This is an optimization exercise on Yosys and OpenROAD, whose aim is small area, a short achievable clock period and few clock cycles, not a production implementation.
In this exercise RTL edits were held to simulation tests only and were not proved equivalent to the original.

build 84:
## julia_worker
module julia_worker (
	input  logic               tb_clk,
	input  logic               rst,
	input  logic               start,
	input  logic [19:0]        pixel,   
	input  logic [43:0]        c,       
	input  logic               mc_busy,
	output logic               ready,
	output logic               done,
	output logic [63:0]        result   
);
==> flow/config.mk <==
export PLATFORM = sky130hd
export DESIGN_NAME = julia_worker
export DESIGN_NICKNAME = julia_worker
export VERILOG_FILES = /design/flow/design.v
export SDC_FILE = /design/flow/constraint.sdc
export NUM_CORES = 4
export LEC_CHECK = 0
export CAP_MARGIN = 85
export CORE_MARGIN = 2
export CORE_UTILIZATION = 40
export SLEW_MARGIN = 85
==> flow/constraint.sdc <==
create_clock -name core_clock -period 14.0 [get_ports {tb_clk}]
set_input_delay 2.8000 -clock core_clock [delete_from_list [all_inputs] [get_ports {tb_clk}]]
set_output_delay 2.8000 -clock core_clock [all_outputs]
set_load 0.01 [all_outputs]
run.sh (not shown) runs the stock make flow with config.mk's settings and CLKGATE_MAP_FILE= SYNTH_SCRIPT=/design/flow/synth_recipe.tcl, a recipe that flattens the netlist after the stock synthesis.
Build 84: flow completed, timing, DRC and antenna clean
Testbench counts of build 84, summed over its fixed seeds: cycles 104,985.
The inputs of trial 29 differ from those of build 84 as listed below.
diff --git a/flow/config.mk b/flow/config.mk
--- a/flow/config.mk
+++ b/flow/config.mk
@@ -6,6 +6,6 @@
 export NUM_CORES = 4
 export LEC_CHECK = 0
-export CAP_MARGIN = 85
+export CAP_MARGIN = 20
 export CORE_MARGIN = 2
 export CORE_UTILIZATION = 40
-export SLEW_MARGIN = 85
+export SLEW_MARGIN = 20
## What came out
In the tables for build 84 and trial 29, wire length reads higher with build 84.
Trial 29 vs. build 84: hold slack went up by 54 ps.
When the final numbers for build 84 and trial 29 were put side by side, the longest individual stage delay on the worst path turned out to be smaller in build 84.
Compared with build 84, trial 29 shows a higher hold path depth.
Detailed-route wire length per cell was lower in trial 29 than in build 84.
Compared with build 84, trial 29 shows a lower fraction of met1 tracks used by global routing.
For build 84, the worst-path cell with the longest stage delay was clkdlybuf4s50_1, unlike trial 29, where it was dfxtp_1.

========
Another version of the RTL of julia_worker (not shown whole).
Size in the first run: roughly 150 flip-flops, ~19000 µm² of cells after synthesis.
Design julia_worker, start of the top module:
module julia_worker (
	input  logic               tb_clk,
	input  logic               rst,
	input  logic               start,
	input  logic [19:0]        pixel,   
	input  logic [43:0]        c,       
	input  logic               mc_busy,
	output logic               ready,
	output logic               done,
	output logic [63:0]        result   
);
	logic        busy;
	logic        load;
	logic        tree_escaped;
	logic        periodic;
	logic [7:0]  count;
	logic [19:0] pix_q;
	logic [13:0] xr, xi, xr0, xi0;
	logic [1:0]  xr_top, xi_top;    
	logic        ovr, ovi;
	logic [15:0] nre, nim;
	logic [14:0] cre, cim, cre0, cim0;
	logic [27:0] z_seen;
	logic        waiting;     
	logic        w_dec;       
	logic        w_black;     
	logic        esc_q;       
	logic        res_free;
	logic        sure_esc;
	logic        stop;
	logic        step;
	logic        transfer;
	logic [19:0] res_index;
	logic [19:0] pix_index;
	logic [7:0]  res_count;
	logic        res_black;
	jw_sure_escape u_sure (
		.xr       (xr),
		.xi       (xi),
		.ovr      (ovr),
		.ovi      (ovi),
  ...
==> flow/config.mk <==
export PLATFORM = sky130hd
export DESIGN_NAME = julia_worker
export DESIGN_NICKNAME = julia_worker
export VERILOG_FILES = /design/flow/design.v
export SDC_FILE = /design/flow/constraint.sdc
export NUM_CORES = 4
export LEC_CHECK = 0
export CAP_MARGIN = 60
export CORE_MARGIN = 2
export CORE_UTILIZATION = 50
export PLACE_DENSITY = 0.7
export SLEW_MARGIN = 60
export SYNTH_HIERARCHICAL = 1
export SYNTH_MINIMUM_KEEP_SIZE = 0
==> flow/constraint.sdc <==
create_clock -name core_clock -period 14.0 [get_ports {tb_clk}]
set_input_delay 2.8000 -clock core_clock [delete_from_list [all_inputs] [get_ports {tb_clk}]]
set_output_delay 2.8000 -clock core_clock [all_outputs]
set_load 0.01 [all_outputs]
The starting point finished with timing, DRC and antenna clean.
Testbench counts at the start, summed over its fixed seeds: cycles 102,383.
Rerun with:
Settings changed: CAP_MARGIN 60 to 45, CORE_UTILIZATION 50 to 40, PLACE_DENSITY 0.7 to unset, SLEW_MARGIN 60 to 45.
Effect: Worst hold slack is about the same; design area goes up by 0.36%; register-to-register slack is better by 0.03 ns; global-route usage goes down by 4.9 points; setup slack is better by 0.020 ns; sequential share of layout area goes down by 0.11 points; non-clock buffer count goes up by 2.

-- static timing again, ports no longer ideal --
The results above use ideal ports. As a check the final layouts listed here were re-extracted and re-timed, cells and wires unchanged. Step 1 sets driving cells, clkbuf_16 on the clock port and buf_2 on the other inputs (assumed; they add their load-dependent delay and slew). Step 2 also shifts input and output timing later by t, the mid clock arrival at the registers, as if the neighbouring blocks saw the same clock. a / b / c = no drivers / after step 1 / after step 2; a / b = the first two.
| run | shift t [ns] | setup WS [ns] | hold slack, ns | worst register clock-pin slew, ns | worst slew at a driven data input, ns |
|---|---|---|---|---|---|
| build 84 | 0.497 | 2.834 / 2.834 / 2.834 | 0.493 / 0.493 / 0.493 | 0.07 / 0.07 | 0.05 |
| trial 29 | 0.492 | 6.446 / 6.446 / 6.446 | 0.547 / 0.547 / 0.547 | 0.07 / 0.07 | 0.06 |
| the first run of note 2 | 0.505 | 7.496 / 7.449 / 7.783 | 0.420 / 0.420 / 0.420 | 0.07 / 0.07 | 0.05 |
| the second run of note 2 | 0.493 | 7.517 / 7.468 / 7.812 | 0.422 / 0.422 / 0.422 | 0.07 / 0.07 | 0.06 |
After both steps every run listed still meets setup and hold.
